What follows belongs to an exercise in optimizing a design on an open flow for small area, a short achievable clock period and few clock cycles; a production flow would make more cautious choices.
In this exercise RTL edits were held to simulation tests only and were not proved equivalent to the original.
Power is estimated from default activity; no workload was simulated.

**run.sh**
```bash
#!/bin/bash
# synth_recipe.tcl (not shown) runs the flow's synth.tcl, then flattens the netlist and writes it again
# the make line also repeats each setting of config.mk as NAME=value (left out here)
make -C /OpenROAD-flow-scripts/flow DESIGN_CONFIG=/design/flow/config.mk WORK_HOME=/design/flow/orfs CLKGATE_MAP_FILE= SYNTH_SCRIPT=/design/flow/synth_recipe.tcl finish
```
**config.mk**
```make
export PLATFORM = sky130hd
export DESIGN_NAME = sa_top
export DESIGN_NICKNAME = sa_top
export VERILOG_FILES = /design/flow/design.v
export SDC_FILE = /design/flow/constraint.sdc
export NUM_CORES = 4
export LEC_CHECK = 0
export CAP_MARGIN = 20
export CORE_MARGIN = 2
export CORE_UTILIZATION = 40
export CTS_CLUSTER_DIAMETER = 140
export CTS_CLUSTER_SIZE = 24
export PLACE_DENSITY = 0.6
export SETUP_SLACK_MARGIN = 5
export SLEW_MARGIN = 20
export TNS_END_PERCENT = 5
```
**constraint.sdc**
```tcl
create_clock -name core_clock -period 10.5 [get_ports {clk}]
set_input_delay 2.1000 -clock core_clock [delete_from_list [all_inputs] [get_ports {clk}]]
set_output_delay 2.1000 -clock core_clock [all_outputs]
set_load 0.01 [all_outputs]
```
**design.v**
```verilog
package sa_pkg;
  localparam int ROWS = 4;
  localparam int COLS = 4;
  localparam int W_IN  = 8;
  localparam int W_ACC = 24;
  localparam int AXIL_DATA_W = 32;
  localparam int AXIL_ADDR_W = 8;
  localparam logic [AXIL_ADDR_W-1:0] REG_CTRL    = 8'h00;
  localparam logic [AXIL_ADDR_W-1:0] REG_BEATS   = 8'h04;
  localparam logic [AXIL_ADDR_W-1:0] REG_PACKETS = 8'h08;
  localparam logic [1:0] RESP_OKAY = 2'b00;
endpackage
module axil_csr (
  input  logic                           clk,
  input  logic                           rst,
  input  logic [sa_pkg::AXIL_ADDR_W-1:0] awaddr,
  input  logic                           awvalid,
  input  logic [sa_pkg::AXIL_DATA_W-1:0] wdata,
  input  logic [3:0]                     wstrb,
  input  logic                           wvalid,
  input  logic                           bready,
  input  logic [sa_pkg::AXIL_ADDR_W-1:0] araddr,
  input  logic                           arvalid,
  input  logic                           rready,
  input  logic                           beat_acc,
  input  logic                           pkt_done,
  output logic                           awready,
  output logic                           wready,
  output logic [1:0]                     bresp,
  output logic                           bvalid,
  output logic                           arready,
  output logic [sa_pkg::AXIL_DATA_W-1:0] rdata,
  output logic [1:0]                     rresp,
  output logic                           rvalid,
  output logic                           ctrl_enable,
  output logic                           ctrl_clamp
);
  localparam int AXIL_DATA_W = sa_pkg::AXIL_DATA_W;
  localparam int AXIL_ADDR_W = sa_pkg::AXIL_ADDR_W;
  logic                   awready_q;
  logic                   bvalid_q;
  logic                   arready_q;
  logic                   rvalid_q;
  logic [1:0]             rsel_q;    
  logic [AXIL_DATA_W-1:0] beats_q;
  logic [AXIL_DATA_W-1:0] pkts_q;
  logic [1:0]             ctrl_q;    
  logic                   wr_fire;
  logic                   rd_fire;
  assign wr_fire = awready_q & awvalid & wvalid;
  assign rd_fire = arready_q & arvalid;
  always_ff @(posedge clk) begin
    if (rst) begin
      awready_q <= 1'b0;
      bvalid_q  <= 1'b0;
    end else begin
      awready_q <= ~awready_q & ~bvalid_q & awvalid & wvalid;
      if (wr_fire) begin
        bvalid_q <= 1'b1;
      end else if (bready) begin
        bvalid_q <= 1'b0;
      end
    end
  end
  always_ff @(posedge clk) begin
    if (rst) begin
      ctrl_q <= '0;
    end else if (wr_fire && awaddr[AXIL_ADDR_W-1:2] == '0 && wstrb[0]) begin
      ctrl_q <= wdata[1:0];
    end
  end
  always_ff @(posedge clk) begin
    if (rst) begin
      beats_q <= '0;
      pkts_q  <= '0;
    end else begin
      if (beat_acc) begin
        beats_q <= beats_q + 1'b1;
      end
      if (pkt_done) begin
        pkts_q <= pkts_q + 1'b1;
      end
    end
  end
  always_ff @(posedge clk) begin
    if (rst) begin
      arready_q <= 1'b0;
      rvalid_q  <= 1'b0;
    end else begin
      arready_q <= ~arready_q & ~rvalid_q & arvalid;
      if (rd_fire) begin
        rvalid_q <= 1'b1;
      end else if (rready) begin
        rvalid_q <= 1'b0;
      end
    end
  end
  always_ff @(posedge clk) begin
    if (rd_fire) begin
      if (araddr[AXIL_ADDR_W-1:4] != '0) begin
        rsel_q <= 2'd0;
      end else begin
        case (araddr[3:2])
          2'd0:    rsel_q <= 2'd1;
          2'd1:    rsel_q <= 2'd2;
          2'd2:    rsel_q <= 2'd3;
          default: rsel_q <= 2'd0;
        endcase
      end
    end
  end
  always_comb begin
    case (rsel_q)
      2'd1:    rdata = {30'b0, ctrl_q};
      2'd2:    rdata = beats_q;
      2'd3:    rdata = pkts_q;
      default: rdata = '0;
    endcase
  end
  assign awready     = awready_q;
  assign wready      = awready_q;
  assign bresp       = sa_pkg::RESP_OKAY;
  assign bvalid      = bvalid_q;
  assign arready     = arready_q;
  assign rresp       = sa_pkg::RESP_OKAY;
  assign rvalid      = rvalid_q;
  assign ctrl_enable = ctrl_q[0];
  assign ctrl_clamp  = ctrl_q[1];
endmodule
module mac_grid #(
  parameter int ROWS = sa_pkg::ROWS,
  parameter int COLS = sa_pkg::COLS
) (
  input  logic                                         clk,
  input  logic                                         rst,
  input  logic                                         ctrl_enable,
  input  logic [COLS-1:0][sa_pkg::W_IN-1:0]            k_data,
  input  logic                                         k_last,
  input  logic                                         k_valid,
  output logic                                         k_ready,
  input  logic [ROWS-1:0][sa_pkg::W_IN-1:0]            x_data,
  output logic                                         x_ready,
  input  logic [ROWS-1:0][sa_pkg::W_ACC-1:0]           a_data,
  input  logic                                         a_valid,
  output logic                                         a_ready,
  input  logic                                         y_ready,
  output logic                                         y_valid,
  output logic                                         y_last,
  output logic [COLS-1:0]                              out_sel,
  output logic [ROWS-1:0][COLS-1:0][sa_pkg::W_ACC-1:0] bank,
  output logic                                         beat_acc,
  output logic                                         pkt_done
);
  localparam int W_IN  = sa_pkg::W_IN;
  localparam int W_ACC = sa_pkg::W_ACC;
  logic [COLS-1:0]                      d_v;
  logic [COLS-1:0]                      d_first;
  logic [COLS-1:0]                      d_last;
  logic [COLS-1:0][ROWS-1:0][W_IN-1:0]  d_x;
  logic [COLS-1:0][COLS-1:0][W_IN-1:0]  d_k;
  logic [COLS-1:0]                      s_v;
  logic [COLS-1:0]                      s_first;
  logic [COLS-1:0]                      s_last;
  logic [COLS-1:0][ROWS-1:0][W_IN-1:0]  s_x;
  logic [COLS-1:0][COLS-1:0][W_IN-1:0]  s_k;
  logic                                 first_q;
  logic [COLS-1:0]                      done_q;
  logic [COLS-1:0]                      out_oh_q;    
  logic [1:0]                           a_col_q;
  logic [COLS-1:0]                      take;
  logic [COLS-1:0]                      go;
  logic                                 y_fire;
  logic                                 a_fire;
  logic                                 in_fire;
  always_comb begin
    for (int c = 0; c < COLS; c++) begin
      d_v[c]     = s_v[c];
      d_first[c] = s_first[c];
      d_last[c]  = s_last[c];
      d_x[c]     = s_x[c];
      d_k[c]     = s_k[c];
    end
  end
  function automatic logic [COLS+1:0] flow (input logic yr, input logic av,
                                            input logic [COLS-1:0] v,
                                            input logic [COLS-1:0] first,
                                            input logic [COLS-1:0] done,
                                            input logic [COLS-1:0] ocol,
                                            input logic [1:0] acol,
                                            input logic en);
    logic [COLS-1:0] free;
    logic [COLS-1:0] ok;
    logic [COLS-1:0] a_ok;
    logic [COLS:0]   move;
    logic [COLS-1:0] g;
    logic            ar;
    for (int c = 0; c < COLS; c++) begin
      free[c] = ~done[c] | (yr & ocol[c]);
      a_ok[c] = free[c] & (acol == 2'(c));
      ok[c]   = ~first[c] | (a_ok[c] & av);
    end
    move[COLS] = 1'b1;
    for (int c = COLS - 1; c >= 0; c--) begin
      move[c] = ~v[c] | (ok[c] & move[c+1]);
    end
    ar = 1'b0;
    for (int c = 0; c < COLS; c++) begin
      ar = ar | (v[c] & first[c] & a_ok[c] & move[c+1]);
      g[c] = v[c] & ok[c] & move[c+1];
    end
    flow = {en & move[0], ar, g};
  endfunction
  logic [COLS+1:0] f00, f01, f10, f11, f;
  assign f00 = flow(1'b0, 1'b0, d_v, d_first, done_q, out_oh_q, a_col_q, ctrl_enable);
  assign f01 = flow(1'b0, 1'b1, d_v, d_first, done_q, out_oh_q, a_col_q, ctrl_enable);
  assign f10 = flow(1'b1, 1'b0, d_v, d_first, done_q, out_oh_q, a_col_q, ctrl_enable);
  assign f11 = flow(1'b1, 1'b1, d_v, d_first, done_q, out_oh_q, a_col_q, ctrl_enable);
  assign f   = y_ready ? (a_valid ? f11 : f10) : (a_valid ? f01 : f00);
  assign go      = f[COLS-1:0];
  assign a_ready = f[COLS];
  assign k_ready = f[COLS+1];
  assign x_ready = f[COLS+1];
  assign y_valid  = |(done_q & out_oh_q);
  assign y_last   = out_oh_q[COLS-1];
  assign y_fire   = y_valid & y_ready;
  assign a_fire   = a_valid & a_ready;
  assign out_sel  = out_oh_q;
  assign pkt_done = y_fire & y_last;
  assign in_fire  = k_valid & k_ready;
  assign beat_acc = in_fire;
  always_comb begin
    for (int c = 0; c < COLS; c++) begin
      take[c] = y_fire & out_oh_q[c];
    end
  end
  always_ff @(posedge clk) begin
    if (rst) begin
      first_q   <= 1'b1;
      done_q    <= '0;
      out_oh_q  <= COLS'(1);
      a_col_q   <= '0;
    end else begin
      if (in_fire) begin
        first_q <= k_last;
      end
      done_q <= (done_q & ~take) | (go & d_last);
      if (y_fire) begin
        out_oh_q <= {out_oh_q[COLS-2:0], out_oh_q[COLS-1]};
      end
      if (a_fire) begin
        a_col_q <= a_col_q + 1'b1;
      end
    end
  end
  logic [COLS-1:0] s_move;
  always_comb begin
    for (int c = 0; c < COLS; c++) begin
      s_move[c] = ~s_v[c] | go[c];
    end
  end
  always_ff @(posedge clk) begin
    if (rst) begin
      s_v <= '0;
    end else begin
      if (s_move[0]) s_v[0] <= in_fire;
      for (int c = 1; c < COLS; c++) begin
        if (s_move[c]) s_v[c] <= go[c-1];
      end
    end
  end
  always_ff @(posedge clk) begin
    if (s_move[0]) begin
      s_first[0] <= first_q;
      s_last[0]  <= k_last;
      s_x[0]     <= x_data;
      s_k[0]     <= k_data;
    end
    for (int c = 1; c < COLS; c++) begin
      if (s_move[c]) begin
        s_first[c] <= d_first[c-1];
        s_last[c]  <= d_last[c-1];
        s_x[c]     <= d_x[c-1];
        s_k[c]     <= d_k[c-1];
      end
    end
  end
  logic [COLS-1:0][ROWS-1:0][W_ACC-1:0] nxt;
  for (genvar c = 0; c < COLS; c++) begin : g_col
    for (genvar r = 0; r < ROWS; r++) begin : g_row
      mac_unit mac_i (
        .base (d_first[c] ? a_data[r] : bank[r][c]),
        .x    (d_x[c][r]),
        .k    (d_k[c][c]),
        .y    (nxt[c][r])
      );
    end
  end
  always_ff @(posedge clk) begin
    for (int c = 0; c < COLS; c++) begin
      if (go[c]) begin
        for (int r = 0; r < ROWS; r++) begin
          bank[r][c] <= nxt[c][r];
        end
      end
    end
  end
endmodule
module mac_unit (
  input  logic [23:0] base,
  input  logic [7:0]  x,
  input  logic [7:0]  k,
  output logic [23:0] y
);
  logic [8:0] xe; assign xe = {x[7], x};
  logic one0, two0, neg0;
  assign one0 = k[0] ^ 1'b0;
  assign two0 = (k[1] & ~k[0] & ~1'b0) | (~k[1] & k[0] & 1'b0);
  assign neg0 = k[1] & ~(k[0] & 1'b0);
  logic t0_0; assign t0_0 = ((one0 & xe[0]) | (two0 & 1'b0)) ^ neg0;
  logic t0_1; assign t0_1 = ((one0 & xe[1]) | (two0 & xe[0])) ^ neg0;
  logic t0_2; assign t0_2 = ((one0 & xe[2]) | (two0 & xe[1])) ^ neg0;
  logic t0_3; assign t0_3 = ((one0 & xe[3]) | (two0 & xe[2])) ^ neg0;
  logic t0_4; assign t0_4 = ((one0 & xe[4]) | (two0 & xe[3])) ^ neg0;
  logic t0_5; assign t0_5 = ((one0 & xe[5]) | (two0 & xe[4])) ^ neg0;
  logic t0_6; assign t0_6 = ((one0 & xe[6]) | (two0 & xe[5])) ^ neg0;
  logic t0_7; assign t0_7 = ((one0 & xe[7]) | (two0 & xe[6])) ^ neg0;
  logic t0_8; assign t0_8 = ~(((one0 & xe[8]) | (two0 & xe[7])) ^ neg0);
  logic one1, two1, neg1;
  assign one1 = k[2] ^ k[1];
  assign two1 = (k[3] & ~k[2] & ~k[1]) | (~k[3] & k[2] & k[1]);
  assign neg1 = k[3] & ~(k[2] & k[1]);
  logic t1_0; assign t1_0 = ((one1 & xe[0]) | (two1 & 1'b0)) ^ neg1;
  logic t1_1; assign t1_1 = ((one1 & xe[1]) | (two1 & xe[0])) ^ neg1;
  logic t1_2; assign t1_2 = ((one1 & xe[2]) | (two1 & xe[1])) ^ neg1;
  logic t1_3; assign t1_3 = ((one1 & xe[3]) | (two1 & xe[2])) ^ neg1;
  logic t1_4; assign t1_4 = ((one1 & xe[4]) | (two1 & xe[3])) ^ neg1;
  logic t1_5; assign t1_5 = ((one1 & xe[5]) | (two1 & xe[4])) ^ neg1;
  logic t1_6; assign t1_6 = ((one1 & xe[6]) | (two1 & xe[5])) ^ neg1;
  logic t1_7; assign t1_7 = ((one1 & xe[7]) | (two1 & xe[6])) ^ neg1;
  logic t1_8; assign t1_8 = ~(((one1 & xe[8]) | (two1 & xe[7])) ^ neg1);
  logic one2, two2, neg2;
  assign one2 = k[4] ^ k[3];
  assign two2 = (k[5] & ~k[4] & ~k[3]) | (~k[5] & k[4] & k[3]);
  assign neg2 = k[5] & ~(k[4] & k[3]);
  logic t2_0; assign t2_0 = ((one2 & xe[0]) | (two2 & 1'b0)) ^ neg2;
  logic t2_1; assign t2_1 = ((one2 & xe[1]) | (two2 & xe[0])) ^ neg2;
  logic t2_2; assign t2_2 = ((one2 & xe[2]) | (two2 & xe[1])) ^ neg2;
  logic t2_3; assign t2_3 = ((one2 & xe[3]) | (two2 & xe[2])) ^ neg2;
  logic t2_4; assign t2_4 = ((one2 & xe[4]) | (two2 & xe[3])) ^ neg2;
  logic t2_5; assign t2_5 = ((one2 & xe[5]) | (two2 & xe[4])) ^ neg2;
  logic t2_6; assign t2_6 = ((one2 & xe[6]) | (two2 & xe[5])) ^ neg2;
  logic t2_7; assign t2_7 = ((one2 & xe[7]) | (two2 & xe[6])) ^ neg2;
  logic t2_8; assign t2_8 = ~(((one2 & xe[8]) | (two2 & xe[7])) ^ neg2);
  logic one3, two3, neg3;
  assign one3 = k[6] ^ k[5];
  assign two3 = (k[7] & ~k[6] & ~k[5]) | (~k[7] & k[6] & k[5]);
  assign neg3 = k[7] & ~(k[6] & k[5]);
  logic t3_0; assign t3_0 = ((one3 & xe[0]) | (two3 & 1'b0)) ^ neg3;
  logic t3_1; assign t3_1 = ((one3 & xe[1]) | (two3 & xe[0])) ^ neg3;
  logic t3_2; assign t3_2 = ((one3 & xe[2]) | (two3 & xe[1])) ^ neg3;
  logic t3_3; assign t3_3 = ((one3 & xe[3]) | (two3 & xe[2])) ^ neg3;
  logic t3_4; assign t3_4 = ((one3 & xe[4]) | (two3 & xe[3])) ^ neg3;
  logic t3_5; assign t3_5 = ((one3 & xe[5]) | (two3 & xe[4])) ^ neg3;
  logic t3_6; assign t3_6 = ((one3 & xe[6]) | (two3 & xe[5])) ^ neg3;
  logic t3_7; assign t3_7 = ((one3 & xe[7]) | (two3 & xe[6])) ^ neg3;
  logic t3_8; assign t3_8 = ~(((one3 & xe[8]) | (two3 & xe[7])) ^ neg3);
  logic fs1, fc1; assign fs1 = t0_0 ^ neg0 ^ base[0]; assign fc1 = (t0_0 & neg0) | (t0_0 & base[0]) | (neg0 & base[0]);
  logic fs2, fc2; assign fs2 = t0_2 ^ t1_0 ^ neg1; assign fc2 = (t0_2 & t1_0) | (t0_2 & neg1) | (t1_0 & neg1);
  logic fs3, fc3; assign fs3 = t0_3 ^ t1_1 ^ base[3]; assign fc3 = (t0_3 & t1_1) | (t0_3 & base[3]) | (t1_1 & base[3]);
  logic fs4, fc4; assign fs4 = t0_4 ^ t1_2 ^ t2_0; assign fc4 = (t0_4 & t1_2) | (t0_4 & t2_0) | (t1_2 & t2_0);
  logic fs5, fc5; assign fs5 = t0_5 ^ t1_3 ^ t2_1; assign fc5 = (t0_5 & t1_3) | (t0_5 & t2_1) | (t1_3 & t2_1);
  logic fs6, fc6; assign fs6 = t0_6 ^ t1_4 ^ t2_2; assign fc6 = (t0_6 & t1_4) | (t0_6 & t2_2) | (t1_4 & t2_2);
  logic fs7, fc7; assign fs7 = t3_0 ^ neg3 ^ base[6]; assign fc7 = (t3_0 & neg3) | (t3_0 & base[6]) | (neg3 & base[6]);
  logic fs8, fc8; assign fs8 = t0_7 ^ t1_5 ^ t2_3; assign fc8 = (t0_7 & t1_5) | (t0_7 & t2_3) | (t1_5 & t2_3);
  logic fs9, fc9; assign fs9 = t0_8 ^ t1_6 ^ t2_4; assign fc9 = (t0_8 & t1_6) | (t0_8 & t2_4) | (t1_6 & t2_4);
  logic fs10, fc10; assign fs10 = t3_2 ^ base[8] ^ 1'b1; assign fc10 = (t3_2 & base[8]) | (t3_2 & 1'b1) | (base[8] & 1'b1);
  logic fs11, fc11; assign fs11 = t1_7 ^ t2_5 ^ t3_3; assign fc11 = (t1_7 & t2_5) | (t1_7 & t3_3) | (t2_5 & t3_3);
  logic fs12, fc12; assign fs12 = t1_8 ^ t2_6 ^ t3_4; assign fc12 = (t1_8 & t2_6) | (t1_8 & t3_4) | (t2_6 & t3_4);
  logic fs13, fc13; assign fs13 = t2_7 ^ t3_5 ^ base[11]; assign fc13 = (t2_7 & t3_5) | (t2_7 & base[11]) | (t3_5 & base[11]);
  logic fs14, fc14; assign fs14 = t2_8 ^ t3_6 ^ base[12]; assign fc14 = (t2_8 & t3_6) | (t2_8 & base[12]) | (t3_6 & base[12]);
  logic fs15, fc15; assign fs15 = t3_7 ^ base[13] ^ 1'b1; assign fc15 = (t3_7 & base[13]) | (t3_7 & 1'b1) | (base[13] & 1'b1);
  logic fs16, fc16; assign fs16 = t0_1 ^ base[1] ^ fc1; assign fc16 = (t0_1 & base[1]) | (t0_1 & fc1) | (base[1] & fc1);
  logic fs17, fc17; assign fs17 = neg2 ^ base[4] ^ fc3; assign fc17 = (neg2 & base[4]) | (neg2 & fc3) | (base[4] & fc3);
  logic fs18, fc18; assign fs18 = base[5] ^ fc4 ^ fs5; assign fc18 = (base[5] & fc4) | (base[5] & fs5) | (fc4 & fs5);
  logic fs19, fc19; assign fs19 = fc5 ^ fs6 ^ fs7; assign fc19 = (fc5 & fs6) | (fc5 & fs7) | (fs6 & fs7);
  logic fs20, fc20; assign fs20 = t3_1 ^ base[7] ^ fc6; assign fc20 = (t3_1 & base[7]) | (t3_1 & fc6) | (base[7] & fc6);
  logic fs21, fc21; assign fs21 = fc8 ^ fs9 ^ fs10; assign fc21 = (fc8 & fs9) | (fc8 & fs10) | (fs9 & fs10);
  logic fs22, fc22; assign fs22 = base[9] ^ 1'b1 ^ fc9; assign fc22 = (base[9] & 1'b1) | (base[9] & fc9) | (1'b1 & fc9);
  logic fs23, fc23; assign fs23 = base[10] ^ fc11 ^ fs12; assign fc23 = (base[10] & fc11) | (base[10] & fs12) | (fc11 & fs12);
  logic fs24, fc24; assign fs24 = 1'b1 ^ fc12 ^ fs13; assign fc24 = (1'b1 & fc12) | (1'b1 & fs13) | (fc12 & fs13);
  logic fs25, fc25; assign fs25 = t3_8 ^ base[14] ^ fc15; assign fc25 = (t3_8 & base[14]) | (t3_8 & fc15) | (base[14] & fc15);
  logic fs26, fc26; assign fs26 = base[2] ^ fs2 ^ fc16; assign fc26 = (base[2] & fs2) | (base[2] & fc16) | (fs2 & fc16);
  logic fs27, fc27; assign fs27 = fc7 ^ fs8 ^ fc19; assign fc27 = (fc7 & fs8) | (fc7 & fc19) | (fs8 & fc19);
  logic fs28, fc28; assign fs28 = fc10 ^ fs11 ^ fc21; assign fc28 = (fc10 & fs11) | (fc10 & fc21) | (fs11 & fc21);
  logic fs29, fc29; assign fs29 = fc13 ^ fs14 ^ fc24; assign fc29 = (fc13 & fs14) | (fc13 & fc24) | (fs14 & fc24);
  logic fs30, fc30; assign fs30 = base[15] ^ 1'b1 ^ fc25; assign fc30 = (base[15] & 1'b1) | (base[15] & fc25) | (1'b1 & fc25);
  logic fs31, fc31; assign fs31 = fc2 ^ fs3 ^ fc26; assign fc31 = (fc2 & fs3) | (fc2 & fc26) | (fs3 & fc26);
  logic fs32, fc32; assign fs32 = fc20 ^ fs21 ^ fc27; assign fc32 = (fc20 & fs21) | (fc20 & fc27) | (fs21 & fc27);
  logic fs33, fc33; assign fs33 = fc22 ^ fs23 ^ fc28; assign fc33 = (fc22 & fs23) | (fc22 & fc28) | (fs23 & fc28);
  logic fs34, fc34; assign fs34 = fc14 ^ fs15 ^ fc29; assign fc34 = (fc14 & fs15) | (fc14 & fc29) | (fs15 & fc29);
  logic fs35, fc35; assign fs35 = base[16] ^ 1'b1 ^ fc30; assign fc35 = (base[16] & 1'b1) | (base[16] & fc30) | (1'b1 & fc30);
  logic fs36, fc36; assign fs36 = fs4 ^ fs17 ^ fc31; assign fc36 = (fs4 & fs17) | (fs4 & fc31) | (fs17 & fc31);
  logic fs37, fc37; assign fs37 = fs22 ^ fs28 ^ fc32; assign fc37 = (fs22 & fs28) | (fs22 & fc32) | (fs28 & fc32);
  logic fs38, fc38; assign fs38 = fc23 ^ fs24 ^ fc33; assign fc38 = (fc23 & fs24) | (fc23 & fc33) | (fs24 & fc33);
  logic fs39, fc39; assign fs39 = base[17] ^ 1'b1 ^ fc35; assign fc39 = (base[17] & 1'b1) | (base[17] & fc35) | (1'b1 & fc35);
  logic fs40, fc40; assign fs40 = fc17 ^ fs18 ^ fc36; assign fc40 = (fc17 & fs18) | (fc17 & fc36) | (fs18 & fc36);
  logic fs41, fc41; assign fs41 = base[18] ^ 1'b1 ^ fc39; assign fc41 = (base[18] & 1'b1) | (base[18] & fc39) | (1'b1 & fc39);
  logic hs42, hc42; assign hs42 = fc18 ^ fs19; assign hc42 = fc18 & fs19;
  logic hs43, hc43; assign hs43 = fs20 ^ fs27; assign hc43 = fs20 & fs27;
  logic hs44, hc44; assign hs44 = base[19] ^ 1'b1; assign hc44 = base[19] & 1'b1;
  logic hs45, hc45; assign hs45 = base[20] ^ 1'b1; assign hc45 = base[20] & 1'b1;
  logic hs46, hc46; assign hs46 = base[21] ^ 1'b1; assign hc46 = base[21] & 1'b1;
  logic hs47, hc47; assign hs47 = base[22] ^ 1'b1; assign hc47 = base[22] & 1'b1;
  logic hs48, hc48; assign hs48 = base[23] ^ 1'b1; assign hc48 = base[23] & 1'b1;
  logic [23:0] ra, rb, lo;
  assign ra = {hc47, hc46, hc45, hc44, hs44, fs41, fs39, fs35, fs30, fs25, fs34, fs29, fs38, fs33, fs37, hc43, hc42, hs42, fs40, fs36, fs31, fs26, fs16, fs1};
  assign rb = {hs48, hs47, hs46, hs45, fc41, 1'b0, 1'b0, 1'b0, 1'b0, fc34, 1'b0, fc38, 1'b0, fc37, 1'b0, fs32, hs43, fc40, 1'b0, 1'b0, 1'b0, 1'b0, 1'b0, 1'b0};
  logic [23:0] g0, p0;
  assign g0 = ra & rb; assign p0 = ra ^ rb;
  logic pg1; assign pg1 = g0[1] | (p0[1] & g0[0]);
  logic pp1; assign pp1 = p0[1] & p0[0];
  logic pg2; assign pg2 = g0[3] | (p0[3] & g0[2]);
  logic pp2; assign pp2 = p0[3] & p0[2];
  logic pg3; assign pg3 = g0[5] | (p0[5] & g0[4]);
  logic pp3; assign pp3 = p0[5] & p0[4];
  logic pg4; assign pg4 = g0[7] | (p0[7] & g0[6]);
  logic pp4; assign pp4 = p0[7] & p0[6];
  logic pg5; assign pg5 = g0[9] | (p0[9] & g0[8]);
  logic pp5; assign pp5 = p0[9] & p0[8];
  logic pg6; assign pg6 = g0[11] | (p0[11] & g0[10]);
  logic pp6; assign pp6 = p0[11] & p0[10];
  logic pg7; assign pg7 = g0[13] | (p0[13] & g0[12]);
  logic pp7; assign pp7 = p0[13] & p0[12];
  logic pg8; assign pg8 = g0[15] | (p0[15] & g0[14]);
  logic pp8; assign pp8 = p0[15] & p0[14];
  logic pg9; assign pg9 = g0[17] | (p0[17] & g0[16]);
  logic pp9; assign pp9 = p0[17] & p0[16];
  logic pg10; assign pg10 = g0[19] | (p0[19] & g0[18]);
  logic pp10; assign pp10 = p0[19] & p0[18];
  logic pg11; assign pg11 = g0[21] | (p0[21] & g0[20]);
  logic pp11; assign pp11 = p0[21] & p0[20];
  logic pg12; assign pg12 = g0[23] | (p0[23] & g0[22]);
  logic pp12; assign pp12 = p0[23] & p0[22];
  logic pg13; assign pg13 = g0[2] | (p0[2] & pg1);
  logic pp13; assign pp13 = p0[2] & pp1;
  logic pg14; assign pg14 = pg2 | (pp2 & pg1);
  logic pp14; assign pp14 = pp2 & pp1;
  logic pg15; assign pg15 = g0[6] | (p0[6] & pg3);
  logic pp15; assign pp15 = p0[6] & pp3;
  logic pg16; assign pg16 = pg4 | (pp4 & pg3);
  logic pp16; assign pp16 = pp4 & pp3;
  logic pg17; assign pg17 = g0[10] | (p0[10] & pg5);
  logic pp17; assign pp17 = p0[10] & pp5;
  logic pg18; assign pg18 = pg6 | (pp6 & pg5);
  logic pp18; assign pp18 = pp6 & pp5;
  logic pg19; assign pg19 = g0[14] | (p0[14] & pg7);
  logic pp19; assign pp19 = p0[14] & pp7;
  logic pg20; assign pg20 = pg8 | (pp8 & pg7);
  logic pp20; assign pp20 = pp8 & pp7;
  logic pg21; assign pg21 = g0[18] | (p0[18] & pg9);
  logic pp21; assign pp21 = p0[18] & pp9;
  logic pg22; assign pg22 = pg10 | (pp10 & pg9);
  logic pp22; assign pp22 = pp10 & pp9;
  logic pg23; assign pg23 = g0[22] | (p0[22] & pg11);
  logic pp23; assign pp23 = p0[22] & pp11;
  logic pg24; assign pg24 = pg12 | (pp12 & pg11);
  logic pp24; assign pp24 = pp12 & pp11;
  logic pg25; assign pg25 = g0[4] | (p0[4] & pg14);
  logic pp25; assign pp25 = p0[4] & pp14;
  logic pg26; assign pg26 = pg3 | (pp3 & pg14);
  logic pp26; assign pp26 = pp3 & pp14;
  logic pg27; assign pg27 = pg15 | (pp15 & pg14);
  logic pp27; assign pp27 = pp15 & pp14;
  logic pg28; assign pg28 = pg16 | (pp16 & pg14);
  logic pp28; assign pp28 = pp16 & pp14;
  logic pg29; assign pg29 = g0[12] | (p0[12] & pg18);
  logic pp29; assign pp29 = p0[12] & pp18;
  logic pg30; assign pg30 = pg7 | (pp7 & pg18);
  logic pp30; assign pp30 = pp7 & pp18;
  logic pg31; assign pg31 = pg19 | (pp19 & pg18);
  logic pp31; assign pp31 = pp19 & pp18;
  logic pg32; assign pg32 = pg20 | (pp20 & pg18);
  logic pp32; assign pp32 = pp20 & pp18;
  logic pg33; assign pg33 = g0[20] | (p0[20] & pg22);
  logic pp33; assign pp33 = p0[20] & pp22;
  logic pg34; assign pg34 = pg11 | (pp11 & pg22);
  logic pp34; assign pp34 = pp11 & pp22;
  logic pg35; assign pg35 = pg23 | (pp23 & pg22);
  logic pp35; assign pp35 = pp23 & pp22;
  logic pg36; assign pg36 = pg24 | (pp24 & pg22);
  logic pp36; assign pp36 = pp24 & pp22;
  logic pg37; assign pg37 = g0[8] | (p0[8] & pg28);
  logic pp37; assign pp37 = p0[8] & pp28;
  logic pg38; assign pg38 = pg5 | (pp5 & pg28);
  logic pp38; assign pp38 = pp5 & pp28;
  logic pg39; assign pg39 = pg17 | (pp17 & pg28);
  logic pp39; assign pp39 = pp17 & pp28;
  logic pg40; assign pg40 = pg18 | (pp18 & pg28);
  logic pp40; assign pp40 = pp18 & pp28;
  logic pg41; assign pg41 = pg29 | (pp29 & pg28);
  logic pp41; assign pp41 = pp29 & pp28;
  logic pg42; assign pg42 = pg30 | (pp30 & pg28);
  logic pp42; assign pp42 = pp30 & pp28;
  logic pg43; assign pg43 = pg31 | (pp31 & pg28);
  logic pp43; assign pp43 = pp31 & pp28;
  logic pg44; assign pg44 = pg32 | (pp32 & pg28);
  logic pp44; assign pp44 = pp32 & pp28;
  logic pg45; assign pg45 = g0[16] | (p0[16] & pg44);
  logic pp45; assign pp45 = p0[16] & pp44;
  logic pg46; assign pg46 = pg9 | (pp9 & pg44);
  logic pp46; assign pp46 = pp9 & pp44;
  logic pg47; assign pg47 = pg21 | (pp21 & pg44);
  logic pp47; assign pp47 = pp21 & pp44;
  logic pg48; assign pg48 = pg22 | (pp22 & pg44);
  logic pp48; assign pp48 = pp22 & pp44;
  logic pg49; assign pg49 = pg33 | (pp33 & pg44);
  logic pp49; assign pp49 = pp33 & pp44;
  logic pg50; assign pg50 = pg34 | (pp34 & pg44);
  logic pp50; assign pp50 = pp34 & pp44;
  logic pg51; assign pg51 = pg35 | (pp35 & pg44);
  logic pp51; assign pp51 = pp35 & pp44;
  logic pg52; assign pg52 = pg36 | (pp36 & pg44);
  logic pp52; assign pp52 = pp36 & pp44;
  assign lo[0] = p0[0];
  assign lo[1] = p0[1] ^ g0[0];
  assign lo[2] = p0[2] ^ pg1;
  assign lo[3] = p0[3] ^ pg13;
  assign lo[4] = p0[4] ^ pg14;
  assign lo[5] = p0[5] ^ pg25;
  assign lo[6] = p0[6] ^ pg26;
  assign lo[7] = p0[7] ^ pg27;
  assign lo[8] = p0[8] ^ pg28;
  assign lo[9] = p0[9] ^ pg37;
  assign lo[10] = p0[10] ^ pg38;
  assign lo[11] = p0[11] ^ pg39;
  assign lo[12] = p0[12] ^ pg40;
  assign lo[13] = p0[13] ^ pg41;
  assign lo[14] = p0[14] ^ pg42;
  assign lo[15] = p0[15] ^ pg43;
  assign lo[16] = p0[16] ^ pg44;
  assign lo[17] = p0[17] ^ pg45;
  assign lo[18] = p0[18] ^ pg46;
  assign lo[19] = p0[19] ^ pg47;
  assign lo[20] = p0[20] ^ pg48;
  assign lo[21] = p0[21] ^ pg49;
  assign lo[22] = p0[22] ^ pg50;
  assign lo[23] = p0[23] ^ pg51;
  assign y = lo;
endmodule
module column_drain #(
  parameter int ROWS = sa_pkg::ROWS,
  parameter int COLS = sa_pkg::COLS
) (
  input  logic                                         ctrl_clamp,
  input  logic [ROWS-1:0][COLS-1:0][sa_pkg::W_ACC-1:0] bank,
  input  logic [COLS-1:0]                              out_sel,
  output logic [ROWS-1:0][sa_pkg::W_ACC-1:0]           y_data
);
  localparam int W_ACC = sa_pkg::W_ACC;
  logic [ROWS-1:0][COLS-1:0] sel;
  always_comb begin
    for (int r = 0; r < ROWS; r++) begin
      y_data[r] = '0;
      for (int c = 0; c < COLS; c++) begin
        sel[r][c] = out_sel[c] & ~(ctrl_clamp & bank[r][c][W_ACC-1]);
        y_data[r] = y_data[r] | ({W_ACC{sel[r][c]}} & bank[r][c]);
      end
    end
  end
endmodule
module sa_top #(
  parameter int ROWS = sa_pkg::ROWS,
  parameter int COLS = sa_pkg::COLS
) (
  input  logic                               clk,
  input  logic                               rst,
  input  logic [sa_pkg::AXIL_ADDR_W-1:0]     axil_awaddr,
  input  logic                               axil_awvalid,
  output logic                               axil_awready,
  input  logic [sa_pkg::AXIL_DATA_W-1:0]     axil_wdata,
  input  logic [3:0]                         axil_wstrb,
  input  logic                               axil_wvalid,
  output logic                               axil_wready,
  output logic [1:0]                         axil_bresp,
  output logic                               axil_bvalid,
  input  logic                               axil_bready,
  input  logic [sa_pkg::AXIL_ADDR_W-1:0]     axil_araddr,
  input  logic                               axil_arvalid,
  output logic                               axil_arready,
  output logic [sa_pkg::AXIL_DATA_W-1:0]     axil_rdata,
  output logic [1:0]                         axil_rresp,
  output logic                               axil_rvalid,
  input  logic                               axil_rready,
  input  logic [COLS-1:0][sa_pkg::W_IN-1:0]  k_data,
  input  logic                               k_last,
  input  logic                               k_valid,
  output logic                               k_ready,
  input  logic [ROWS-1:0][sa_pkg::W_IN-1:0]  x_data,
  input  logic                               x_last,
  input  logic                               x_valid,
  output logic                               x_ready,
  input  logic [ROWS-1:0][sa_pkg::W_ACC-1:0] a_data,
  input  logic                               a_valid,
  output logic                               a_ready,
  output logic [ROWS-1:0][sa_pkg::W_ACC-1:0] y_data,
  output logic                               y_last,
  output logic                               y_valid,
  input  logic                               y_ready
);
  localparam int W_ACC = sa_pkg::W_ACC;
  logic                                 ctrl_enable;
  logic                                 ctrl_clamp;
  logic                                 beat_acc;
  logic                                 pkt_done;
  logic [ROWS-1:0][COLS-1:0][W_ACC-1:0] bank;
  logic [COLS-1:0]                      out_sel;
  axil_csr csr_i (
    .clk         (clk),
    .rst         (rst),
    .awaddr      (axil_awaddr),
    .awvalid     (axil_awvalid),
    .wdata       (axil_wdata),
    .wstrb       (axil_wstrb),
    .wvalid      (axil_wvalid),
    .bready      (axil_bready),
    .araddr      (axil_araddr),
    .arvalid     (axil_arvalid),
    .rready      (axil_rready),
    .beat_acc    (beat_acc),
    .pkt_done    (pkt_done),
    .awready     (axil_awready),
    .wready      (axil_wready),
    .bresp       (axil_bresp),
    .bvalid      (axil_bvalid),
    .arready     (axil_arready),
    .rdata       (axil_rdata),
    .rresp       (axil_rresp),
    .rvalid      (axil_rvalid),
    .ctrl_enable (ctrl_enable),
    .ctrl_clamp  (ctrl_clamp)
  );
  mac_grid #(
    .ROWS (ROWS),
    .COLS (COLS)
  ) grid_i (
    .clk         (clk),
    .rst         (rst),
    .ctrl_enable (ctrl_enable),
    .k_data      (k_data),
    .k_last      (k_last & x_last),
    .k_valid     (k_valid & x_valid),
    .k_ready     (k_ready),
    .x_data      (x_data),
    .x_ready     (x_ready),
    .a_data      (a_data),
    .a_valid     (a_valid),
    .a_ready     (a_ready),
    .y_ready     (y_ready),
    .y_valid     (y_valid),
    .y_last      (y_last),
    .out_sel     (out_sel),
    .bank        (bank),
    .beat_acc    (beat_acc),
    .pkt_done    (pkt_done)
  );
  column_drain #(
    .ROWS (ROWS),
    .COLS (COLS)
  ) drain_i (
    .ctrl_clamp (ctrl_clamp),
    .bank       (bank),
    .out_sel    (out_sel),
    .y_data     (y_data)
  );
endmodule
```
==> run_results.csv, run 1 <==
group,metric,value,unit
run_status,status,"finished clean",
clocking,cts_tree,"done",
sta,worstMarginPinSlew,0.980,ns
die,initial_core_util,40.3,%
sta,setup-violations-final,0,
power_and_ir_drop,switching_share,42.6,%
critical_path,worstSetupPathType,"in -> reg",
drt,avgRoutedWirePerCell,26.0,um
yosys,synth_most_common_cell,"edfxtp_1",
clocking,htree_levels,2,
power_and_ir_drop,irDropWorstVdd,0.000122,V
placed_design,place_ws,3.20,ns
yosys,synth_area,62000,um2
clocking,hold_buffers,0,
critical_path,crit_arrival,6.01,ns
sta,max_slew_margin,34.3,%
job,cap_violations,0,
sta,report.final.hold_viol_count,0,
clocking,clkTransAtPathRegs,0.11,ns
yosys,ys_seq_elements,687,
sta,finalMaxSlewViolations,0,
hold_path,hp-class,"reg -> reg",
clocking,clock-root-buffer,"clkbuf_16",
critical_path,start_kind,"input pin",
power_and_ir_drop,power,0.0144,W
placed_design,hpwl,149000,um
global_route,grt_max_degree,83,
sta,hold_slack,0.418,ns
die,core.rowCount,144,
drt,viasPerCell,5.78,
yosys,ys.flop_type,"edfxtp_1",
yosys,synthTopCellsByArea,"edfxtp_1 29%, fa_1 17%, ha_1 6.9%, xnor2_1 6.4%, mux2i_1 5.5%",
die,core_area,154000,um2
critical_path,crit_top_cell,"buf_4",
global_route,grt_overflow,0,
drt,drc,0,
yosys,synth_edf_count,602,
sta,worst_slack,4.91,ns
power_and_ir_drop,pwr-share-clk,11.4,%
drt,wl,207000,um
drt,num_vias,46013,
sta,setup_tns,0,ns
power_and_ir_drop,leakage,28.9,nW
layout,final_cell_area,71000,um2
critical_path,cp_num_buf_inv,29,
sta,rsz0062_at_grt,"yes",
critical_path,cpMaxStageDelayCell,"buf_2",
yosys,syn-instance-count,5744,
global_route,antenna_found_initial,27,
yosys,netlist_top_cells_count,"602 x edfxtp_1, 593 x inv_1, 512 x fa_1, 454 x xnor2_1, 348 x xor2_1",
critical_path,crit_family,"buffers and inverters",
critical_path,r2r_start,"grid_i.s_k[3]",
die,fp.dieW,398,um
critical_path,critPathCaptureType,"flop",
die,dieArea,158000,um2
global_route,grt_pass1_wl,300000,um
critical_path,startpoint,"a_data[24]",
yosys,synth_cell_type_count,77,
layout,final_nets,6972,
critical_path,crit_cells,31,
clocking,insertion_delay,0.67,ns
hold_path,hold_path_depth,0,
sta,min_period,5.59,ns
layout,area_growth,14.5,%
critical_path,crit_fanout,4,
power_and_ir_drop,power_frac_comb,62.3,%
placed_design,place_congestion,0.897,
drt,detail-route-antenna-nets,0,
critical_path,worst-r2r-setup-slack,5.06,ns
power_and_ir_drop,powerDensity,202,nW/um2
critical_path,required,10.91,ns
clocking,cts.sinks,687,
hold_path,min_from,"grid_i.s_k[24]",
clocking,cts_buffers,35,
drt,dr.pass1.iters,6,
critical_path,slowest_delay,0.19,ns
placed_design,portBuffers,325,
die,ios,367,
power_and_ir_drop,p_sw,0.00611,W
yosys,yosysWarnings,3,
global_route,grtUsageTotal,25.4,%
yosys,yosys.area.top_type,"edfxtp_1",
power_and_ir_drop,intPower,0.00824,W
die,die_y,398,um
yosys,synth_area_per_cell,10.8,um2
yosys,yosysTopAreaCellShare,29.2,%
sta,finalClockSkew,0.0490,ns
drt,first_iter_violations,4104,
placed_design,placed_cell_area,67100,um2
layout,layout-drive-gt1-share,11.8,%
clocking,clockBufferDepth,3,
yosys,synth-async-reset-ratio,0,%
global_route,grt_pass1_vias,45914,
sta,fmax,0.179,GHz
power_and_ir_drop,seqPwrFrac,26.3,%
critical_path,ff2ff_path_depth,17,
sta,fin_crit_sh,53.2,%
yosys,yosysSeqAreaShare,31.9,%
[path summary, 6_finish.rpt]
check                           to
setup reg to reg  grid_i.bank[117]
setup / recovery  grid_i.bank[168]
hold / removal      grid_i.s_k[56]
hold reg to reg     grid_i.s_k[56]
[flip-flops by register name (all words and copies together), names as in the netlist]
register	cells
grid_i.a_col_q	2
grid_i.s_x	128
grid_i.first_q	1
grid_i.bank	384
csr_i.bvalid_q	1
csr_i.beats_q	32
csr_i.ctrl_q	2
grid_i.done_q	4
grid_i.s_last	4
grid_i.out_oh_q	4
csr_i.pkts_q	32
grid_i.s_v	4
csr_i.rvalid_q	1
grid_i.s_k	80
csr_i.arready_q	1
csr_i.awready_q	1
grid_i.s_first	4
csr_i.rsel_q	2
[stage by stage]
| stage | cells | utilization [%] |
|---|---|---|
| 5_1_grt | 7958 | 46.1 |
| 4_1_cts | 7892 | 45.2 |
| 6_report | 7962 | 46.1 |
| 2_1_floorplan | 5747 | - |
| 3_3_place_gp | 7770 | 43.6 |
| 3_5_place_dp | 7770 | 43.6 |
[placed cells by master (no fill, tap or decap), types with 102 or more instances in the layout]
cell             instances
mux2_2                 103
clkdlybuf4s50_1        279
buf_4                  162
a21oi_1                258
ha_1                   329
a22oi_1                336
nand2_1                204
fa_1                   466
nor2_1                 233
a22o_1                 102
mux2i_1                310
xor2_1                 348
xnor2_1                454
edfxtp_1               602
inv_1                  590
[logic make-up after synthesis]
| kind of cell | after synthesis | share of synthesized area (%) |
|---|---|---|
| flops | 687 | 31.9 |
| compound gates | 1072 | 12.3 |
| buf+inv | 1029 | 6.36 |
| fa+ha+maj | 852 | 23.4 |
| mux | 461 | 7.69 |
| simple gates | 840 | 6.93 |
| xor+xnor | 802 | 11.3 |
| other cells | 1 | 0.00605 |
[area by class of cell]
type / instances / area, um2
Clock buffer: 43 / 906
Timing Repair Buffer: 544 / 5430
Clock inverter: 6 / 75.1
Inverter: 593 / 2230
Multi-Input combinational cell: 4034 / 40000
Tap cell: 2044 / 2560
Sequential cell: 687 / 19800
Antenna cell: 11 / 27.5
Fill cell: 14241 / 82900
[what timing repair did]
action | in CTS | in global routing
resized for setup | 317 | 190
pin swaps | 62 | 66
setup buffers | 68 | 50
cloned | 5 | 8
endpoints found under the setup margin | 256 | 167
[worst reg2reg max path: stages (launching register included)]
cell	delay (ns)
edfxtp_1	0.46
ha_1	0.36
buf_12	0.19
a22oi_1	0.28
xor2_1	0.22
fa_1	0.48
fa_1	0.42
fa_1	0.41
fa_1	0.40
fa_1	0.37
inv_1	0.06
ha_1	0.16
or3b_1	0.37
o211a_4	0.30
nor2_4	0.21
a21oi_1	0.13
nand2b_1	0.16
a221oi_1	0.26
[power groups by stage]
stage,Clock (W),Sequential (W),Combinational (W)
floorplan,0,0.00374,0.00588
global placement,0,0.00383,0.00753
detailed placement,0,0.00383,0.00774
CTS,0.00169,0.00377,0.00855
global route,0.00176,0.00378,0.0100
finish,0.00164,0.00377,0.00894
[per-layer routing]
metal / vias to the layer above / wire, um / global-route usage [%]
met5: - / 82 / 0
met3: 305 / 19600 / 5.71
met2: 1982 / 93100 / 39.1
met4: 12 / 6490 / 7.63
met1: 23434 / 88000 / 35.4
li1: 20280 / - / -
Testbench counts, summed over its fixed seeds: cycles 5,239.
==> run 2, diff against run 1 <==
--- a/design.v
+++ b/design.v
@@ -407,5 +407,5 @@
   logic fs41, fc41; assign fs41 = base[18] ^ 1'b1 ^ fc39; assign fc41 = (base[18] & 1'b1) | (base[18] & fc39) | (1'b1 & fc39);
-  logic hs42, hc42; assign hs42 = fc18 ^ fs19; assign hc42 = fc18 & fs19;
-  logic hs43, hc43; assign hs43 = fs20 ^ fs27; assign hc43 = fs20 & fs27;
-  logic hs44, hc44; assign hs44 = base[19] ^ 1'b1; assign hc44 = base[19] & 1'b1;
+  logic fs42, fc42; assign fs42 = fc18 ^ fs19 ^ fc40; assign fc42 = (fc18 & fs19) | (fc18 & fc40) | (fs19 & fc40);
+  logic fs43, fc43; assign fs43 = base[19] ^ 1'b1 ^ fc41; assign fc43 = (base[19] & 1'b1) | (base[19] & fc41) | (1'b1 & fc41);
+  logic hs44, hc44; assign hs44 = fs20 ^ fs27; assign hc44 = fs20 & fs27;
   logic hs45, hc45; assign hs45 = base[20] ^ 1'b1; assign hc45 = base[20] & 1'b1;
@@ -415,4 +415,4 @@
   logic [23:0] ra, rb, lo;
-  assign ra = {hc47, hc46, hc45, hc44, hs44, fs41, fs39, fs35, fs30, fs25, fs34, fs29, fs38, fs33, fs37, hc43, hc42, hs42, fs40, fs36, fs31, fs26, fs16, fs1};
-  assign rb = {hs48, hs47, hs46, hs45, fc41, 1'b0, 1'b0, 1'b0, 1'b0, fc34, 1'b0, fc38, 1'b0, fc37, 1'b0, fs32, hs43, fc40, 1'b0, 1'b0, 1'b0, 1'b0, 1'b0, 1'b0};
+  assign ra = {hc47, hc46, hc45, hs45, fs43, fs41, fs39, fs35, fs30, fs25, fs34, fs29, fs38, fs33, fs37, hc44, hs44, fs42, fs40, fs36, fs31, fs26, fs16, fs1};
+  assign rb = {hs48, hs47, hs46, fc43, 1'b0, 1'b0, 1'b0, 1'b0, 1'b0, fc34, 1'b0, fc38, 1'b0, fc37, 1'b0, fs32, fc42, 1'b0, 1'b0, 1'b0, 1'b0, 1'b0, 1'b0, 1'b0};
   logic [23:0] g0, p0;
==> flow/run.sh (new file) <==
#!/bin/bash
# The standard layout, with the smallest buffer on each input and output port
# (every port still gets its own buffer; the repair steps resize them where
# timing needs it). make's full output goes to standard.log.
set -euo pipefail
bash standard.sh "BUFFER_PORTS_ARGS=-buffer_cell sky130_fd_sc_hd__buf_1" finish > standard.log 2>&1
==> standard.sh (new file) <==
#!/bin/bash
# synth_recipe.tcl (not shown) runs the flow's synth.tcl, then flattens the netlist and writes it again
# the make line also repeats each setting of config.mk as NAME=value (left out here)
make -C /OpenROAD-flow-scripts/flow DESIGN_CONFIG=/design/flow/config.mk WORK_HOME=/design/flow/orfs CLKGATE_MAP_FILE= SYNTH_SCRIPT=/design/flow/synth_recipe.tcl "${@:-finish}"
removed: run.sh
==> run 2 against run 1 <==
Effect of this change: still clean on timing, DRC and antenna; critical path depth decreased by 11; global-route usage rose by 0.40 points; flip-flop and latch count did not move; maximum frequency decreased by 4.1%; clock power increased by 5%; wire length grew 1.8%; clock skew is 0.013 ns lower; highest routed layer unchanged.
==> run_results.csv, run 2 <==
group,metric,value,unit
run_status,status,"finished clean",
layout,area_growth,10.7,%
critical_path,crit_arrival,6.22,ns
yosys,synthTopCellsByArea,"edfxtp_1 29%, fa_1 17%, ha_1 6.6%, a22oi_1 6.5%, xnor2_1 6.2%",
critical_path,critPathCaptureType,"flop",
power_and_ir_drop,irDropWorstVdd,0.000131,V
sta,fin_crit_sh,55.5,%
critical_path,startpoint,"a_data[0]",
power_and_ir_drop,power,0.0137,W
hold_path,min_from,"grid_i.s_k[16]",
die,dieArea,158000,um2
clocking,insertion_delay,0.66,ns
die,die_y,397,um
sta,min_period,5.83,ns
critical_path,worstReg2RegEnd,"grid_i.bank[311]",
placed_design,portBuffers,325,
clocking,cts_buffers,36,
yosys,synth_area_per_cell,10.6,um2
yosys,ys_seq_elements,687,
layout,fin_cells,8003,
layout,fill_cells,14370,
critical_path,crit_top_cell,"fa_2",
critical_path,cpMaxStageDelayCell,"a2111o_1",
yosys,ys.flop_type,"edfxtp_1",
placed_design,place_ws,3.59,ns
drt,avgRoutedWirePerCell,26.4,um
critical_path,cp_num_buf_inv,4,
job,cap_violations,0,
yosys,synth_area,61800,um2
layout,largest_reg_flops,384,
clocking,cts.sinks,687,
critical_path,start_kind,"input pin",
drt,detail-route-antenna-nets,0,
sta,worst_slack,4.67,ns
layout,regMostFlops,"grid_i.bank",
layout,final_cell_area,68400,um2
sta,max_slew_margin,31.9,%
layout,final_nets,6997,
clocking,clockBufferDepth,3,
yosys,yosys.area.top_type,"edfxtp_1",
clocking,htree_levels,2,
clocking,clock-root-buffer,"clkbuf_16",
layout,layout-drive-gt1-share,10.8,%
die,core_area,154000,um2
die,core.rowCount,144,
critical_path,worstSetupPathType,"in -> reg",
yosys,synth_cell_type_count,79,
yosys,yosysSeqAreaShare,32.0,%
sta,setup_tns,0,ns
layout,final_common_cell,"edfxtp_1",
clocking,clkTransAtPathRegs,0.12,ns
drt,viasPerCell,5.81,
hold_path,hold_path_depth,0,
layout,final_cell_mix,"602 x edfxtp_1, 570 x inv_1, 532 x a22oi_1, 451 x fa_1, 437 x xnor2_1",
placed_design,dp_cells,7848,
drt,wl,211000,um
layout,largestRegisters,"grid_i.bank: 384 flops, grid_i.s_x: 128 flops, grid_i.s_k: 80 flops",
yosys,synth-async-reset-ratio,0,%
sta,rsz0062_at_grt,"yes",
yosys,syn-instance-count,5821,
hold_path,hp-class,"reg -> reg",
global_route,grt_max_degree,97,
global_route,grt_pass1_wl,304000,um
critical_path,crit_fanout,4,
critical_path,r2r_start,"grid_i.s_k[3]",
drt,drc,0,
global_route,grtUsageTotal,25.8,%
global_route,antenna_found_initial,28,
sta,setup-violations-final,0,
critical_path,worst-r2r-setup-slack,4.75,ns
power_and_ir_drop,leakage,27.9,nW
placed_design,hpwl,147000,um
drt,first_iter_violations,4446,
yosys,synth_most_common_cell,"edfxtp_1",
hold_path,hold_end,"grid_i.s_k[48]",
sta,finalMaxSlewViolations,0,
die,initial_core_util,40.2,%
sta,finalClockSkew,0.0357,ns
placed_design,place_congestion,0.890,
critical_path,ff2ff_path_depth,18,
yosys,yosysTopAreaCellShare,29.3,%
sta,fmax,0.172,GHz
yosys,yosysWarnings,3,
global_route,grt_overflow,0,
critical_path,crit_family,"adder cells",
critical_path,required,10.89,ns
placed_design,placed_cell_area,65600,um2
sta,worstMarginPinSlew,1.02,ns
yosys,synth_edf_count,602,
yosys,netlist_top_cells_count,"602 x edfxtp_1, 584 x inv_1, 532 x a22oi_1, 512 x fa_1, 437 x xnor2_1",
critical_path,slowest_delay,0.47,ns
layout,multiInputGateArea,39500,um2
power_and_ir_drop,powerDensity,200,nW/um2
sta,report.final.hold_viol_count,0,
critical_path,cp_cell_sequence,"buf_4 -> mux2i_4 -> nor2_1 -> a21oi_2 -> fa_2 -> inv_1 -> fa_1 -> inv_1 -> fa_1 -> inv_1 -> fa_2 -> fa_2 -> fa_2 -> ha_2 -> a21o_1 -> a2111o_1 -> o211a_1 -> or3_4 -> a21oi_2 -> xnor2_1",
drt,dr.pass1.iters,6,
global_route,grt_pass1_vias,47200,
clocking,cts_tree,"done",
die,fp.dieW,397,um
die,ios,367,
layout,regArea,19800,um2
drt,num_vias,46525,
run 2: changes by cell type in the layout (fill, tap and decap cells not counted), moves of 94 or more:
cell / delta
nand2_1: +94
a21oi_1: -121
buf_1: +312
clkdlybuf4s50_1: -279
a22oi_1: +196
o21ai_0: +113
a221o_1: -95
run 2: area by class of cell:
cell class | count | share of cell area (%)
diodes | 10 | 0.0366
clock buffers | 44 | 1.39
clock inverters | 7 | 0.145
inverters | 585 | 3.27
multi-input cells | 4111 | 57.7
flip-flops and latches | 687 | 28.9
well taps | 2044 | 3.74
repair buffers | 515 | 4.79
run 2: layer usage:
| metal | routed length, um | track usage [%] |
|---|---|---|
| met1 | 84700 | 33.9 |
| met2 | 98600 | 42.2 |
| met3 | 19400 | 4.80 |
| met4 | 8280 | 9.49 |
| met5 | 82 | 0 |
run 2: report_power, final:
group	internal [W]	total (W)	switching, W	leakage [nW]
Clock	0.000685	0.00172	0.00103	0.502
Sequential	0.00367	0.00378	0.000107	6.44
Combinational	0.00367	0.00816	0.00450	21.0
run 2: worst max-delay path by stage:
| stage | to | cells after the start |
|---|---|---|
| 6_report | grid_i.bank[71] | 20 |
| 5_1_grt | grid_i.bank[17] | 21 |
| 4_1_cts | grid_i.bank[119] | 20 |
| 3_5_place_dp | grid_i.bank[383] | 20 |
| 3_3_place_gp | grid_i.bank[383] | 20 |
| 2_1_floorplan | grid_i.bank[239] | 19 |
run 2: per-stage QoR:
step	hold WS [ns]	utilization, %
after floorplan	0.400	-
after global placement	0.403	42.7
after detailed placement	0.405	42.7
after CTS	0.417	43.9
after global routing	0.430	44.5
final	0.418	44.5
run 2: cell families after synthesis:
family,synth area share (%)
other,0.00607
buffers and inverters,6.42
muxes,7.96
xor gates and xnor gates,10.1
AOI/OAI and AO/OA,12.3
DFF,32.0
and+or+nand+nor,8.08
adders and majority gates,23.2
run 2: what timing repair did:
item / 4_1_cts / 5_1_grt
hold buffers: 0 / 0
setup buffers: 40 / 44
hold endpoints to repair: 0 / 0
pin swaps: 53 / 43
gates resized for setup: 125 / 103
gates cloned: 1 / 9
endpoints found under the setup margin: 211 / 169
run 2: worst reg2reg max path, stage by stage, from the launching register on:
cell and delay [ns]:
edfxtp_1 0.51, ha_1 0.34, clkbuf_8 0.33, a22oi_1 0.22
xnor2_1 0.17, fa_1 0.49, inv_1 0.05, fa_1 0.41
fa_1 0.42, fa_1 0.43, fa_1 0.38, inv_1 0.07
ha_1 0.24, nor2b_1 0.16, a2111o_1 0.57, o2111ai_4 0.22
nor4b_4 0.11, o41ai_2 0.26, xnor2_1 0.12
Testbench counts of run 2, summed over its fixed seeds: cycles 5,239.
==> run 3, diff against run 2 <==
--- a/design.v
+++ b/design.v
@@ -409,4 +409,4 @@
   logic fs43, fc43; assign fs43 = base[19] ^ 1'b1 ^ fc41; assign fc43 = (base[19] & 1'b1) | (base[19] & fc41) | (1'b1 & fc41);
-  logic hs44, hc44; assign hs44 = fs20 ^ fs27; assign hc44 = fs20 & fs27;
-  logic hs45, hc45; assign hs45 = base[20] ^ 1'b1; assign hc45 = base[20] & 1'b1;
+  logic fs44, fc44; assign fs44 = fs20 ^ fs27 ^ fc42; assign fc44 = (fs20 & fs27) | (fs20 & fc42) | (fs27 & fc42);
+  logic fs45, fc45; assign fs45 = base[20] ^ 1'b1 ^ fc43; assign fc45 = (base[20] & 1'b1) | (base[20] & fc43) | (1'b1 & fc43);
   logic hs46, hc46; assign hs46 = base[21] ^ 1'b1; assign hc46 = base[21] & 1'b1;
@@ -415,4 +415,4 @@
   logic [23:0] ra, rb, lo;
-  assign ra = {hc47, hc46, hc45, hs45, fs43, fs41, fs39, fs35, fs30, fs25, fs34, fs29, fs38, fs33, fs37, hc44, hs44, fs42, fs40, fs36, fs31, fs26, fs16, fs1};
-  assign rb = {hs48, hs47, hs46, fc43, 1'b0, 1'b0, 1'b0, 1'b0, 1'b0, fc34, 1'b0, fc38, 1'b0, fc37, 1'b0, fs32, fc42, 1'b0, 1'b0, 1'b0, 1'b0, 1'b0, 1'b0, 1'b0};
+  assign ra = {hc47, hc46, hs46, fs45, fs43, fs41, fs39, fs35, fs30, fs25, fs34, fs29, fs38, fs33, fs37, fs32, fs44, fs42, fs40, fs36, fs31, fs26, fs16, fs1};
+  assign rb = {hs48, hs47, fc45, 1'b0, 1'b0, 1'b0, 1'b0, 1'b0, 1'b0, fc34, 1'b0, fc38, 1'b0, fc37, 1'b0, fc44, 1'b0, 1'b0, 1'b0, 1'b0, 1'b0, 1'b0, 1'b0, 1'b0};
   logic [23:0] g0, p0;
==> run 3 against run 2 <==
Effect of this change: global-route usage shrank 2.3 points; sequential share of layout area grew 0.74 points; clock skew grew 0.015 ns; register-to-register slack lost 0.17 ns; critical path depth is the same; utilization is essentially flat; synthesized area shrank 2.1%; via count shrank 7.4%; critical path type unchanged; largest power group unchanged; synthesized cell count shrank 4.1%; critical endpoint is now grid_i.bank[335]; sequential power shrank 1%; maximum frequency shrank 3.9%.
==> run_results.csv, run 3 <==
group,metric,value,unit
sta,worstMarginPinSlew,1.16,ns
drt,num_vias,43084,
layout,layout-drive-gt1-share,11.0,%
power_and_ir_drop,powerDensity,190,nW/um2
yosys,synth_most_common_cell,"edfxtp_1",
layout,regMostFlops,"grid_i.bank",
critical_path,critPathCaptureType,"flop",
critical_path,start_kind,"input pin",
yosys,synth_area,60500,um2
layout,largestRegisters,"grid_i.bank: 384 flops, grid_i.s_x: 128 flops, grid_i.s_k: 80 flops",
yosys,syn-instance-count,5582,
placed_design,place_congestion,0.875,
yosys,synth_cell_type_count,63,
sta,setup_tns,0,ns
clocking,cts.sinks,687,
drt,avgRoutedWirePerCell,23.8,um
critical_path,cp_cell_sequence,"buf_8 -> mux2i_4 -> nor2_1 -> a21oi_2 -> fa_2 -> inv_1 -> fa_2 -> fa_2 -> fa_2 -> fa_2 -> fa_2 -> fa_1 -> ha_1 -> ha_2 -> a21oi_4 -> o31a_1 -> or4_4 -> nor3_2 -> a221oi_2 -> xnor2_1",
sta,fmax,0.165,GHz
yosys,synth-async-reset-ratio,0,%
placed_design,hpwl,131000,um
die,core.rowCount,142,
yosys,ys_seq_elements,687,
power_and_ir_drop,pwr-share-clk,13.1,%
critical_path,cpMaxStageDelayCell,"fa_1",
clocking,cts_buffers,35,
critical_path,crit_fanout,5,
yosys,synthTopCellsByArea,"edfxtp_1 30%, fa_1 18%, a22oi_1 6.6%, ha_1 6.4%, mux2i_1 6.0%",
global_route,grt_overflow,0,
clocking,clkTransAtPathRegs,0.10,ns
placed_design,dp_cells,7587,
layout,final_common_cell,"edfxtp_1",
placed_design,portBuffers,325,
die,dieArea,154000,um2
global_route,grt_max_degree,102,
die,core_area,150000,um2
critical_path,required,10.91,ns
clocking,htree_levels,2,
yosys,yosysTopAreaCellShare,29.9,%
critical_path,slowest_delay,0.38,ns
layout,multiInputGateArea,38400,um2
layout,final_core_util,44.5,%
placed_design,place_ws,3.33,ns
sta,worst_slack,4.44,ns
drt,wl,183000,um
clocking,clockBufferDepth,3,
layout,fill_cells,14047,
clocking,insertion_delay,0.66,ns
drt,viasPerCell,5.59,
die,ios,367,
sta,report.final.hold_viol_count,0,
drt,first_iter_violations,3238,
power_and_ir_drop,irDropWorstVdd,0.000114,V
layout,largest_reg_flops,384,
global_route,antenna_found_initial,25,
power_and_ir_drop,power_frac_comb,57.4,%
critical_path,crit_top_cell,"fa_2",
clocking,clock-root-buffer,"clkbuf_16",
power_and_ir_drop,leakage,27.0,nW
die,die_y,393,um
power_and_ir_drop,intPower,0.00762,W
critical_path,crit_arrival,6.48,ns
global_route,grtUsageTotal,23.5,%
yosys,ys.flop_type,"edfxtp_1",
sta,min_period,6.06,ns
job,cap_violations,0,
die,fp.dieW,393,um
run_status,status,"finished clean",
global_route,grt_pass1_vias,44032,
yosys,synth_edf_count,602,
yosys,netlist_top_cells_count,"602 x edfxtp_1, 600 x inv_1, 544 x fa_1, 534 x a22oi_1, 384 x xor2_1",
drt,dr.pass1.iters,5,
critical_path,worstSetupPathType,"in -> reg",
sta,finalMaxSlewViolations,0,
sta,rsz0062_at_grt,"yes",
sta,max_slew_margin,22.4,%
layout,regArea,19800,um2
yosys,yosysWarnings,3,
sta,setup-violations-final,0,
sta,hold_slack,0.425,ns
clocking,cts_tree,"done",
hold_path,hp-class,"reg -> reg",
layout,final_nets,6748,
power_and_ir_drop,switching_share,39.7,%
sta,fin_crit_sh,57.7,%
global_route,grt_pass1_wl,275000,um
power_and_ir_drop,p_sw,0.00502,W
drt,drc,0,
die,initial_core_util,40.3,%
power_and_ir_drop,seqPwrFrac,29.5,%
sta,finalClockSkew,0.0507,ns
yosys,synth_area_per_cell,10.8,um2
yosys,yosysSeqAreaShare,32.7,%
layout,area_growth,10.2,%
layout,final_cell_mix,"602 x edfxtp_1, 595 x inv_1, 534 x a22oi_1, 440 x fa_1, 384 x xor2_1",
yosys,yosys.area.top_type,"edfxtp_1",
layout,fin_cells,7711,
drt,detail-route-antenna-nets,0,
## run 3: layout make-up
type	count	share of cell area (%)
diodes	9	0.0338
clock buffers	46	1.41
clock inverters	6	0.137
inverters	600	3.38
multi-input cells	3865	57.5
flip-flops and latches	687	29.7
well taps	2016	3.78
repair buffers	482	4.08
## run 3: repair_timing
| action | in CTS | in global routing |
|---|---|---|
| setup endpoints to repair | 221 | 213 |
| hold endpoints to repair | 0 | 0 |
| buffers inserted | 31 | 29 |
| resized for setup | 101 | 98 |
| pin swaps | 76 | 63 |
| hold buffers | 0 | 0 |
| cloned | 1 | 2 |
## run 3: logic make-up after synthesis
logic type      count (synthesis)  share of synthesized area (%)
mux                           464                           7.89
xor+xnor                      746                           10.8
compound gates               1010                           11.3
simple gates                  788                           6.41
buf+inv                      1034                           6.53
fa+ha+maj                     852                           24.4
other cells                     1                        0.00620
flops                         687                           32.7
## run 3: worst paths after layout
path | from | slack [ns] | cells after the start | endpoint
worst min register to register | grid_i.s_k[61] | 0.43 | 0 | grid_i.s_k[93]
worst max register to register | grid_i.s_first[1] | 4.58 | 21 | grid_i.bank[335]
worst min-delay path | grid_i.s_k[61] | 0.43 | 0 | grid_i.s_k[93]
worst max-delay path | a_data[72] | 4.44 | 20 | grid_i.bank[335]
## run 3: power by group through the flow
stage | combinational, W | clock [W] | sequential [W]
after floorplan | 0.00519 | 0 | 0.00371
after global placement | 0.00634 | 0 | 0.00379
after detailed placement | 0.00661 | 0 | 0.00379
after CTS | 0.00705 | 0.00172 | 0.00372
after global routing | 0.00839 | 0.00179 | 0.00374
final | 0.00725 | 0.00166 | 0.00373
## run 3: layer usage
metal  GRT usage [%]  wire, um
met5               0       138
met4            7.59      5810
met3            4.81     15100
met2            38.1     85200
met1            31.4     76900
## run 3: metrics by stage
| stage | instance area, um2 | power (W) |
|---|---|---|
| after floorplan | 61200 | 0.00889 |
| after global placement | 64200 | 0.0101 |
| after detailed placement | 64200 | 0.0104 |
| after CTS | 65900 | 0.0125 |
| after global routing | 66700 | 0.0139 |
| final | 66700 | 0.0126 |
## run 3: worst max-delay path, delay by kind of cell
family,cells,cell delay (ns)
fa+ha+maj,9,2.76
compound gates,4,0.84
simple gates,3,0.34
buf+inv,2,0.18
mux,1,0.15
xor+xnor,1,0.11
Testbench counts of run 3, summed over its fixed seeds: cycles 5,239.

## separate check: timing with driven ports
In the flow no input, the clock included, has a driving cell. The finished layouts below were timed again as built, in two steps. Step 1: set_driving_cell puts a clkbuf_16 on clk and a buf_2 on each other input, an assumption about the parent block. Step 2 adds t to the input delays and takes it off the output delays; t is the mean of the earliest and latest rising clock arrival at the registers after step 1. Input paths then give back, and output paths get back, about the clock's delay inside the block. Slacks: no drivers / after step 1 / after step 2; pairs: no drivers / after step 1.
| run | shift t [ns] | setup slack, ns | hold WS [ns] | clock arrival spread, ns | worst slew at a driven data input, ns |
|---|---|---|---|---|---|
| run 1 | 0.732 | 4.909 / 4.893 / 4.176 | 0.418 / 0.418 / 0.418 | 0.049 / 0.049 | 0.22 |
| run 2 | 0.722 | 4.672 / 4.619 / 3.896 | 0.418 / 0.418 / 0.418 | 0.040 / 0.039 | 0.24 |
| run 3 | 0.718 | 4.437 / 4.354 / 3.636 | 0.425 / 0.425 / 0.425 | 0.056 / 0.057 | 0.27 |
After both steps every run listed still meets setup and hold. For run 3, which loses most, drivers alone change the setup slack by -0.083 ns; drivers and shift together by -0.801 ns.
